Source: an optimization exercise on an open RTL-to-GDS flow (aim: small area). Production flows keep margins and buffers that such runs may drop.
The RTL was checked by simulation tests, not by an equivalence proof against the original design.
Power and IR drop assume default switching activity.

## flow/flow/run.sh

```bash
#!/bin/bash
# Own layout flow: the standard ORFS flow, with two changes:
#  - ports are buffered with the smallest buffer (buf_1) instead of the default choice;
#  - clock tree synthesis uses clkbuf_16 clusters of up to 32 sinks and inserts no dummy loads.
# Each tool's output goes to the ORFS logs under orfs/logs; make's output to standard.log.
export BUFFER_PORTS_ARGS="-buffer_cell sky130_fd_sc_hd__buf_1"
export CTS_ARGS="-sink_clustering_enable -repair_clock_nets -buf_list sky130_fd_sc_hd__clkbuf_16 -sink_clustering_size 32 -sink_clustering_max_diameter 80 -dont_use_dummy_load"
bash standard.sh > standard.log 2>&1
```

## flow/standard.sh

```bash
#!/bin/bash
# synth_recipe.tcl (not shown) runs the flow's synth.tcl, then flattens the netlist and writes it again
# the make line also repeats each setting of config.mk as NAME=value (left out here)
make -C /OpenROAD-flow-scripts/flow DESIGN_CONFIG=/design/flow/config.mk WORK_HOME=/design/flow/orfs CLKGATE_MAP_FILE= SYNTH_SCRIPT=/design/flow/synth_recipe.tcl "${@:-finish}"
```

## flow/config.mk

```make
export PLATFORM = sky130hd
export DESIGN_NAME = analog_axis_key_repeater_top
export DESIGN_NICKNAME = analog_axis_key_repeater_top
export VERILOG_FILES = /design/flow/design.v
export SDC_FILE = /design/flow/constraint.sdc
export NUM_CORES = 4
export LEC_CHECK = 0
export CAP_MARGIN = 20
export CORE_MARGIN = 2
export CORE_UTILIZATION = 40
export SLEW_MARGIN = 20
```

## flow/constraint.sdc

```tcl
create_clock -name core_clock -period 10.0 [get_ports {clk}]
set_input_delay 2.0000 -clock core_clock [delete_from_list [all_inputs] [get_ports {clk}]]
set_output_delay 2.0000 -clock core_clock [all_outputs]
set_load 0.01 [all_outputs]
```

## flow/design.v

```verilog
package akr_pkg;
    localparam int TIME_BITS   = 48;
    localparam int NUM_AXES    = 6;
    localparam int NUM_ENTRIES = 10;
    localparam int ENTRY_BITS  = 4;
    localparam int AXIS_BITS   = 3;
    localparam int LEVEL_BITS  = 16;
    localparam int KEY_BITS    = 3;
    localparam int CFG_BITS    = 16;
    localparam int CFG_IDX_BITS = 3;
    localparam int OUTQ_DEPTH    = 4;
    localparam int OUTQ_PTR_BITS = 2;
    localparam int INQ_DEPTH     = 2;
    localparam logic [CFG_IDX_BITS-1:0] CFG_STICK_PRESS   = 3'd0;
    localparam logic [CFG_IDX_BITS-1:0] CFG_STICK_RELEASE = 3'd1;
    localparam logic [CFG_IDX_BITS-1:0] CFG_TRIG_PRESS    = 3'd2;
    localparam logic [CFG_IDX_BITS-1:0] CFG_TRIG_RELEASE  = 3'd3;
    localparam logic [CFG_IDX_BITS-1:0] CFG_REPEAT_DELAY  = 3'd4;
    localparam logic [CFG_IDX_BITS-1:0] CFG_REPEAT_PERIOD = 3'd5;
    localparam logic [CFG_BITS-1:0] RST_STICK_PRESS   = 16'd16000;
    localparam logic [CFG_BITS-1:0] RST_STICK_RELEASE = 16'd9000;
    localparam logic [CFG_BITS-1:0] RST_TRIG_PRESS    = 16'd20000;
    localparam logic [CFG_BITS-1:0] RST_TRIG_RELEASE  = 16'd8000;
    localparam logic [CFG_BITS-1:0] RST_REPEAT_DELAY  = 16'd400;
    localparam logic [CFG_BITS-1:0] RST_REPEAT_PERIOD = 16'd140;
    localparam logic [KEY_BITS-1:0] KEY_LEFT  = 3'd0;
    localparam logic [KEY_BITS-1:0] KEY_RIGHT = 3'd1;
    localparam logic [KEY_BITS-1:0] KEY_UP    = 3'd2;
    localparam logic [KEY_BITS-1:0] KEY_DOWN  = 3'd3;
    localparam logic [KEY_BITS-1:0] KEY_PRIOR = 3'd4;
    localparam logic [KEY_BITS-1:0] KEY_NEXT  = 3'd5;
    typedef struct packed {
        logic [CFG_BITS-1:0] stick_press;
        logic [CFG_BITS-1:0] stick_release;
        logic [CFG_BITS-1:0] trig_press;
        logic [CFG_BITS-1:0] trig_release;
        logic [CFG_BITS-1:0] repeat_delay;
        logic [CFG_BITS-1:0] repeat_period;
    } cfg_t;
    typedef struct packed {
        logic                         is_tick;
        logic [AXIS_BITS-1:0]         axis;
        logic signed [LEVEL_BITS-1:0] level;
        logic [TIME_BITS-1:0]         time_ms;
    } op_t;
    typedef struct packed {
        logic [ENTRY_BITS-1:0] entry_index;
        logic [KEY_BITS-1:0]   key_code;
        logic                  is_release;
        logic                  last_of_run;
    } result_t;
    typedef struct packed {
        logic [AXIS_BITS-1:0] axis;
        logic                 negative;
        logic [KEY_BITS-1:0]  key;
        logic                 trigger;
    } entry_def_t;
    function automatic entry_def_t entry_def(input logic [ENTRY_BITS-1:0] idx);
        entry_def_t d;
        unique case (idx)
            4'd0:    d = {3'd0, 1'b1, KEY_LEFT, 1'b0};
            4'd1:    d = {3'd0, 1'b0, KEY_RIGHT, 1'b0};
            4'd2:    d = {3'd1, 1'b1, KEY_UP, 1'b0};
            4'd3:    d = {3'd1, 1'b0, KEY_DOWN, 1'b0};
            4'd4:    d = {3'd2, 1'b1, KEY_LEFT, 1'b0};
            4'd5:    d = {3'd2, 1'b0, KEY_RIGHT, 1'b0};
            4'd6:    d = {3'd3, 1'b1, KEY_UP, 1'b0};
            4'd7:    d = {3'd3, 1'b0, KEY_DOWN, 1'b0};
            4'd8:    d = {3'd4, 1'b0, KEY_PRIOR, 1'b1};
            4'd9:    d = {3'd5, 1'b0, KEY_NEXT, 1'b1};
            default: d = {3'd0, 1'b0, KEY_LEFT, 1'b0};
        endcase
        entry_def = d;
    endfunction
endpackage
module analog_axis_key_repeater_top (
    input  logic                                  clk,
    input  logic                                  rst_n,
    input  logic                                  push,
    output logic                                  full,
    input  logic                                  cmd,
    input  logic [akr_pkg::AXIS_BITS-1:0]         axis_number,
    input  logic signed [akr_pkg::LEVEL_BITS-1:0] axis_level,
    input  logic [akr_pkg::TIME_BITS-1:0]         time_ms,
    input  logic                                  cfg_we,
    input  logic [akr_pkg::CFG_IDX_BITS-1:0]      cfg_addr,
    input  logic [akr_pkg::CFG_BITS-1:0]          cfg_wdata,
    output logic                                  empty,
    input  logic                                  pop,
    output logic [akr_pkg::ENTRY_BITS-1:0]        entry_index,
    output logic [akr_pkg::KEY_BITS-1:0]          key_code,
    output logic                                  is_release,
    output logic                                  last_of_run
);
    logic [15:0] c_sp, c_sr, c_tp, c_tr, c_dl, c_pd;
    logic [5:0]  cw;
    always_ff @(posedge clk or negedge rst_n)
    begin
        if (!rst_n)
        begin
            cw <= 6'd0;
        end
        else if (cfg_we && (cfg_addr[2:1] != 2'b11))
        begin
            cw[cfg_addr] <= 1'b1;
        end
    end
    always_ff @(posedge clk)
    begin
        if (cfg_we)
        begin
            case (cfg_addr)
                3'd0: c_sp <= cfg_wdata;
                3'd1: c_sr <= cfg_wdata;
                3'd2: c_tp <= cfg_wdata;
                3'd3: c_tr <= cfg_wdata;
                3'd4: c_dl <= cfg_wdata;
                3'd5: c_pd <= cfg_wdata;
                default: ;
            endcase
        end
    end
    logic [2:0] lo;
    logic       hi;
    logic [2:0] w;
    logic       lo_end;
    logic       wend;
    assign lo_end = (lo == 3'd5);
    assign wend   = lo_end & hi;
    always_ff @(posedge clk or negedge rst_n)
    begin
        if (!rst_n)
        begin
            lo <= 3'd0;
            hi <= 1'b0;
            w  <= 3'd0;
        end
        else
        begin
            lo <= lo_end ? 3'd0 : lo + 3'd1;
            if (lo_end) hi <= !hi;
            if (wend)   w  <= w + 3'd1;
        end
    end
    logic       clr;        
    logic       scan;       
    logic [4:0] sc;         
    logic [9:0] fired;      
    logic [9:0] held;
    logic       idle;
    logic       acc_ok;
    logic       tick_acc;
    logic       upd_acc;
    logic       pass1;
    logic       pass2;
    logic       decide;
    assign idle     = !clr && !scan && (fired == 10'd0);
    assign acc_ok   = idle && (cmd ? wend : ((axis_number[2:1] == 2'b11) || (axis_number == lo)));
    assign full     = !acc_ok;
    assign tick_acc = push && acc_ok && cmd;
    assign upd_acc  = push && acc_ok && !cmd && (axis_number == lo);
    assign pass1    = scan && (sc[4:3] == 2'b00);
    assign decide   = scan && (sc[4:3] == 2'b01);
    assign pass2    = scan && (sc[4] || (sc[3] && (sc[2:0] != 3'd0)));
    always_ff @(posedge clk or negedge rst_n)
    begin
        if (!rst_n)
        begin
            clr  <= 1'b1;
            scan <= 1'b0;
        end
        else
        begin
            if (lo_end) clr <= 1'b0;
            if (tick_acc) scan <= 1'b1;
            else if (wend && sc[4]) scan <= 1'b0;
        end
    end
    always_ff @(posedge clk)
    begin
        if (tick_acc) sc <= 5'd0;
        else if (wend) sc <= sc + 5'd1;
    end
    logic [95:0] ar;
    logic [15:0] ahead;
    logic [15:0] ain;
    assign ahead = ar[95:80];
    assign ain   = clr ? 16'd0 : (upd_acc ? axis_level : ahead);
    always_ff @(posedge clk)
    begin
        ar <= {ar[79:0], ain};
    end
    logic [47:0] nr;
    logic [3:0]  ndig;
    assign ndig = nr[47:44];
    always_ff @(posedge clk)
    begin
        nr <= {nr[43:0], scan ? nr[47:44] : 4'd0};
        if (tick_acc)
        begin
            for (int i = 0; i < 11; i++) nr[47-4*i -: 4] <= nr[43-4*i -: 4] | time_ms[4*i +: 4];
            nr[3:0] <= time_ms[47:44];
        end
    end
    logic [383:0] fr;
    logic [3:0]   fdig;
    logic         dig0;
    logic         ccar, acar;
    logic [4:0]   csum, asum;
    logic [15:0]  step;
    logic [3:0]   sdig;
    logic         cur_wr, cur_sel;
    assign fdig = fr[383:380];
    assign dig0 = (lo == 3'd0) && !hi;
    assign csum = {1'b0, ndig} + {1'b0, ~fdig} + {4'd0, dig0 | ccar};
    assign step = cur_sel ? (cw[5] ? c_pd : akr_pkg::RST_REPEAT_PERIOD)
                          : (cw[4] ? c_dl : akr_pkg::RST_REPEAT_DELAY);
    always_comb
    begin
        sdig = 4'd0;
        if (!hi)
        begin
            case (lo)
                3'd0: sdig = step[3:0];
                3'd1: sdig = step[7:4];
                3'd2: sdig = step[11:8];
                3'd3: sdig = step[15:12];
                default: sdig = 4'd0;
            endcase
        end
    end
    assign asum = {1'b0, ndig} + {1'b0, sdig} + {4'd0, !dig0 & acar};
    always_ff @(posedge clk)
    begin
        ccar <= csum[4];
        acar <= asum[4];
        fr   <= {fr[379:0], (pass2 && cur_wr) ? asum[3:0] : fdig};
    end
    logic [2:0]         nxe;
    logic               trig_slot;
    logic               neg;
    logic               hsel;
    logic [15:0]        th;
    logic signed [17:0] lv, d, tz;
    logic               cmpw;
    logic               cc;
    assign nxe       = w + 3'd1;
    assign trig_slot = lo[2];
    assign neg       = !trig_slot && !nxe[0];
    assign hsel      = trig_slot ? held[{3'b100, lo[0]}] : held[nxe];
    always_comb
    begin
        case ({hsel, trig_slot})
            2'b00:   th = cw[0] ? c_sp : akr_pkg::RST_STICK_PRESS;
            2'b01:   th = cw[2] ? c_tp : akr_pkg::RST_TRIG_PRESS;
            2'b10:   th = cw[1] ? c_sr : akr_pkg::RST_STICK_RELEASE;
            default: th = cw[3] ? c_tr : akr_pkg::RST_TRIG_RELEASE;
        endcase
    end
    assign lv        = {{2{ahead[15]}}, ahead};
    assign d         = neg ? -lv : lv;
    assign tz        = {2'b00, th};
    assign cmpw      = hsel ? (d <= tz) : (d >= tz);
    always_ff @(posedge clk)
    begin
        if (lo == {1'b0, nxe[2:1]}) cc <= cmpw;
    end
    logic dheld, ddue, dfired;
    assign dheld  = held[nxe];
    assign ddue   = fired[nxe];
    assign dfired = dheld ? (cc || ddue) : cc;
    always_ff @(posedge clk)
    begin
        if (wend)
        begin
            cur_wr  <= dheld ? (!cc && ddue) : cc;
            cur_sel <= dheld;
        end
    end
    logic       out;
    logic [9:0] below;      
    logic [9:0] lsb;
    logic       fwe;
    logic [2:0] fidx;
    logic       fval;
    assign out  = !scan && (fired != 10'd0);
    assign fwe  = (pass1 || decide) && wend;
    assign fidx = decide ? nxe : w;
    assign fval = decide ? dfired : csum[4];
    always_ff @(posedge clk or negedge rst_n)
    begin
        if (!rst_n)
        begin
            fired <= 10'd0;
            held  <= 10'd0;
        end
        else
        begin
            if (fwe) fired[fidx] <= fval;
            if (decide && wend) held[nxe] <= dheld ^ cc;
            if (scan && (sc == 5'd8) && !hi && trig_slot)
            begin
                fired[{3'b100, lo[0]}] <= cmpw;
                held[{3'b100, lo[0]}]  <= hsel ^ cmpw;
            end
            if (out && pop) fired <= fired & ~lsb;
        end
    end
    assign below[0] = 1'b0;
    for (genvar i = 1; i < 10; i++)
    begin : g_below
        assign below[i] = below[i-1] | fired[i-1];
    end
    assign lsb   = fired & ~below;
    assign empty = !out;
    assign entry_index = {lsb[8] | lsb[9],
                          lsb[4] | lsb[5] | lsb[6] | lsb[7],
                          lsb[2] | lsb[3] | lsb[6] | lsb[7],
                          lsb[1] | lsb[3] | lsb[5] | lsb[7] | lsb[9]};
    assign key_code    = {lsb[8] | lsb[9],
                          lsb[2] | lsb[3] | lsb[6] | lsb[7],
                          lsb[1] | lsb[3] | lsb[5] | lsb[7] | lsb[9]};
    assign is_release  = |(lsb & ~held);
    assign last_of_run = ((fired & below) == 10'd0);
endmodule
```

==> summary.txt <==
Clock network
  • Post-cts sizing count: 0
  • Cts hold-fix bufs: 0
  • Clock transition at path regs: 0.11 ns
  • Clock buffer depth: 3
  • CTS Buf Count: 29
  • CTS sink count: 669
  • CTS tree: done
  • Clock latency on the worst-skew pair: 0.61 ns
  • Post-CTS setup buffer count: 0
  • CTS root buffer: clkbuf_16
  • H-tree depth: 1

Power
  • Combinational group share of total power: 5.3%
  • Clock power share: 28.8%
  • PD cells: 211 mW/mm²
  • Flop pwr share: 65.9%
  • P_leak: 0.00845 µW
  • Net switching power: 917 µW
  • Worst VDD drop: 0.141 mV
  • Pint: 3430 µW
  • Switching portion of total power: 21.1%

Setup path
  • CP delay by family, top: compound AO/OA/AOI/OAI gates
  • Worst path bufs/invs: 2
  • CP Data Required Time: 10.31 ns
  • Start point of the critical path: w[0]$_DFFE_PN0P_
  • Setup CP Type: flop to flop
  • Crit path cell chain: inv_1, ha_1, mux4_2, mux2i_4, inv_2, nor3_4, nand2_1, a21oi_1, a31oi_1, ha_1, a21oi_1, o21ai_0, a2111oi_0, o211ai_1, nand2_1, xnor2_1, or2_2
  • Crit path to: cc$_DFFE_PN_
  • Levels on crit path: 17
  • Worst EP arrival: 5.52 ns
  • Startpoint types: flop
  • Worst R2R End: cc$_DFFE_PN_
  • Worst Setup End Kind: flop
  • Worst R2R Path Depth: 17
  • Crit-path slowest cell: ha_1
  • Worst R2R Setup Slack: 4.80 ns
  • CP max FO: 14
  • RR Startpoint: w[0]$_DFFE_PN0P_
  • Slowest Stage Delay on Critical Path: 0.71 ns

Timing
  • Setup TNS: 0 ns
  • Least-Margin Pin Slew: 0.971 ns
  • Unrepaired setup endpoints after global routing: false
  • Fin crit period: 5.20 ns
  • Max_slew headroom: 35.3%
  • Period utilization: 52.0%
  • Peak Freq: 0.192 GHz
  • Endpoints failing setup: 0
  • Clock skew: 0.0815 ns
  • Slew Limit Fails: 0
  • Final Hold Fails: 0

Finish
  • Register area: 0.0146 mm²
  • Fraction of layout cells with a size suffix above 1: 4.62%
  • Commonest non-fill, non-tap cell in the layout: dfxtp_1
  • Layout Nets: 1,543
  • Core Util, Final: 44.2%
  • Most frequent cells in the layout: dfxtp_1 (535), buf_1 (101), edfxtp_1 (99)
  • Area growth syn-to-layout: 8.96%
  • Multi-input gate area: 0.00403 mm²
  • Number of diodes: 0
  • Number of fill cells: 4,204

Drt
  • Post-DR vias/cell: 4.75
  • # DRC: 0
  • DRT antenna net count: 0
  • Drt pass-1 iters: 16
  • Wire per inst: 16.3 µm
  • Via count: 9,566
  • Total length of routed wires: 32.8 mm
  • Drt initial violations: 675

Logic synthesis
  • Post-Syn Nets: 1,444
  • YS warnings: 1
  • Post-synthesis sequential area ratio: 76.9%
  • Synthesized instance count: 1,309
  • Synth cell types: 86
  • Post-synthesis cell area: 0.0189 mm²
  • Synth async-reset ratio: 5.23%
  • Top_reg_cell synth: dfxtp_1
  • Avg Synthesized Cell Area: 14.5 µm²
  • Register bit total from synthesis: 669
  • Post-synth EDFFs: 99

Floorplanning
  • Core Region: 0.0467 mm²
  • Die Height: 222 µm
  • Row Count: 79
  • Die width: 222 µm
  • Ports: 103
  • Initial core utilization: 40.6%
  • Die ar.: 0.0491 mm²

Place
  • Number of port buffers: 102
  • Post-DP HPWL: 22.0 mm
  • Routability cong.: 0.864

Run status
  • Status: no timing/DRC/antenna violations

GRT
  • Largest net degree at the start of global routing: 55
  • Total congestion overflow: 0
  • Antenna violations before repair: 2
  • Vias in the first global route: 9,355
  • Total GRT Usage: 13.3%
  • First-pass GRT wire length: 52.2 mm

Hold path
  • Hold Path Class: flop to flop

Job
  • Max Cap Viol: 0
[cell type report]
| class | instances | share of cell area, % |
|---|---|---|
| Sequential cell | 669 | 70.6 |
| Multi-Input combinational cell | 563 | 19.5 |
| Tap cell | 607 | 3.68 |
| Clock buffer | 29 | 3.52 |
| Timing Repair Buffer | 106 | 2.01 |
| Inverter | 39 | 0.710 |
[how the worst min path moves through the flow]
stage	startpoint	end	slack (ns)	cells past startpoint
after CTS	fr[104]$_DFF_P_	fr[108]$_DFF_P_	0.23	0
after floorplan	ar[0]$_SDFF_PP0_	ar[16]$_DFF_P_	0.31	0
after global placement	ar[71]$_DFF_P_	ar[87]$_DFF_P_	0.31	0
final	fr[104]$_DFF_P_	fr[108]$_DFF_P_	0.25	0
after global routing	fr[104]$_DFF_P_	fr[108]$_DFF_P_	0.22	0
after detailed placement	fr[167]$_DFF_P_	fr[171]$_DFF_P_	0.31	0
[state kept, by name (all words and copies together) (netlist names), 6 cells and up]
signal,flops
c_sp,16
cw,6
held,10
fired,10
c_dl,16
fr,384
ar,96
c_tp,16
c_sr,16
c_pd,16
nr,48
c_tr,16
[synthesized netlist by cell type, types with 5 or more instances]
master | number | area share, %
nand2_1 | 64 | 1.3
nor3_1 | 11 | 0.29
and3_1 | 6 | 0.20
a22oi_1 | 5 | 0.20
and2_1 | 11 | 0.36
o21ai_0 | 40 | 1.1
nor2_1 | 62 | 1.2
o22ai_1 | 5 | 0.17
edfxtp_1 | 99 | 16
buf_2 | 7 | 0.19
dfrtp_1 | 34 | 4.5
a221oi_1 | 9 | 0.42
nand2b_1 | 8 | 0.26
nand4_1 | 10 | 0.33
a21oi_1 | 34 | 0.90
o211ai_1 | 7 | 0.28
mux2i_1 | 20 | 1.1
xnor2_1 | 24 | 1.1
ha_1 | 41 | 2.7
nor2b_1 | 6 | 0.20
a22o_1 | 11 | 0.51
xor2_1 | 11 | 0.51
clkbuf_1 | 21 | 0.42
inv_1 | 38 | 0.75
nand3_1 | 17 | 0.45
a31oi_1 | 10 | 0.33
a211oi_1 | 5 | 0.20
o31ai_1 | 9 | 0.36
a21o_1 | 52 | 2.1
dfxtp_1 | 535 | 57
[through the flow]
stage / instances / hold WS [ns] / setup slack, ns / cell area [µm²] / power [µW]
2_1_floorplan: 1309 / 0.310 / 5.46 / 18900 / 3070
3_3_place_gp: 1984 / 0.310 / 4.85 / 19900 / 3150
3_5_place_dp: 1984 / 0.312 / 4.77 / 19900 / 3160
4_1_cts: 2013 / 0.226 / 4.78 / 20600 / 4400
5_1_grt: 2013 / 0.220 / 4.33 / 20600 / 4530
6_report: 2013 / 0.245 / 4.80 / 20600 / 4350
[layer usage]
layer  global-route usage [%]  wire [µm]  vias up
met5                        0         23        -
met4                     4.40        867        4
met3                     2.44       2000       51
met2                     19.3      13500      230
met1                     20.0      16300     4592
li1                         -          -     4689
[power by group through the flow]
stage | clock network, µW | logic [µW] | registers, µW
floorplan | 0 | 167 | 2900
global placement | 0 | 224 | 2930
detailed placement | 0 | 231 | 2930
CTS | 1300 | 233 | 2870
global route | 1390 | 262 | 2880
finish | 1250 | 231 | 2870
[cells by family (layout without fill, tap and decap cells)]
| group | Yosys count | after routing | synth area share [%] |
|---|---|---|---|
| AOI/OAI and AO/OA | 226 | 226 | 8.31 |
| xor gates and xnor gates | 37 | 37 | 1.85 |
| adders and majority gates | 44 | 44 | 2.97 |
| buffers and inverters | 77 | 174 | 1.86 |
| DFF | 669 | 669 | 76.9 |
| muxes | 31 | 31 | 2.10 |
| and+or+nand+nor | 225 | 225 | 6.01 |

static timing again, ports no longer ideal:
No port has a modelled driver above. Below, the same layout with a new extraction and two added sets of constraints. Step 1, drivers: a clkbuf_16 drives clk and a buf_2 each remaining input, both assumed. Step 2, shift: input delay + t, output delay - t, t = (earliest + latest rising clock arrival at the registers) / 2. This alone moves slack from input paths to output paths. Slacks: ideal / step 1 / step 2; pairs: ideal / step 1.
shift t [ns]: 0.621
slack for setup (ns): 4.797 / 4.797 / 4.797
worst setup path at the end: register to register
After both steps this run still meets setup and hold. For this run, drivers alone change the setup slack by 0.000 ns; drivers and shift together by 0.000 ns.
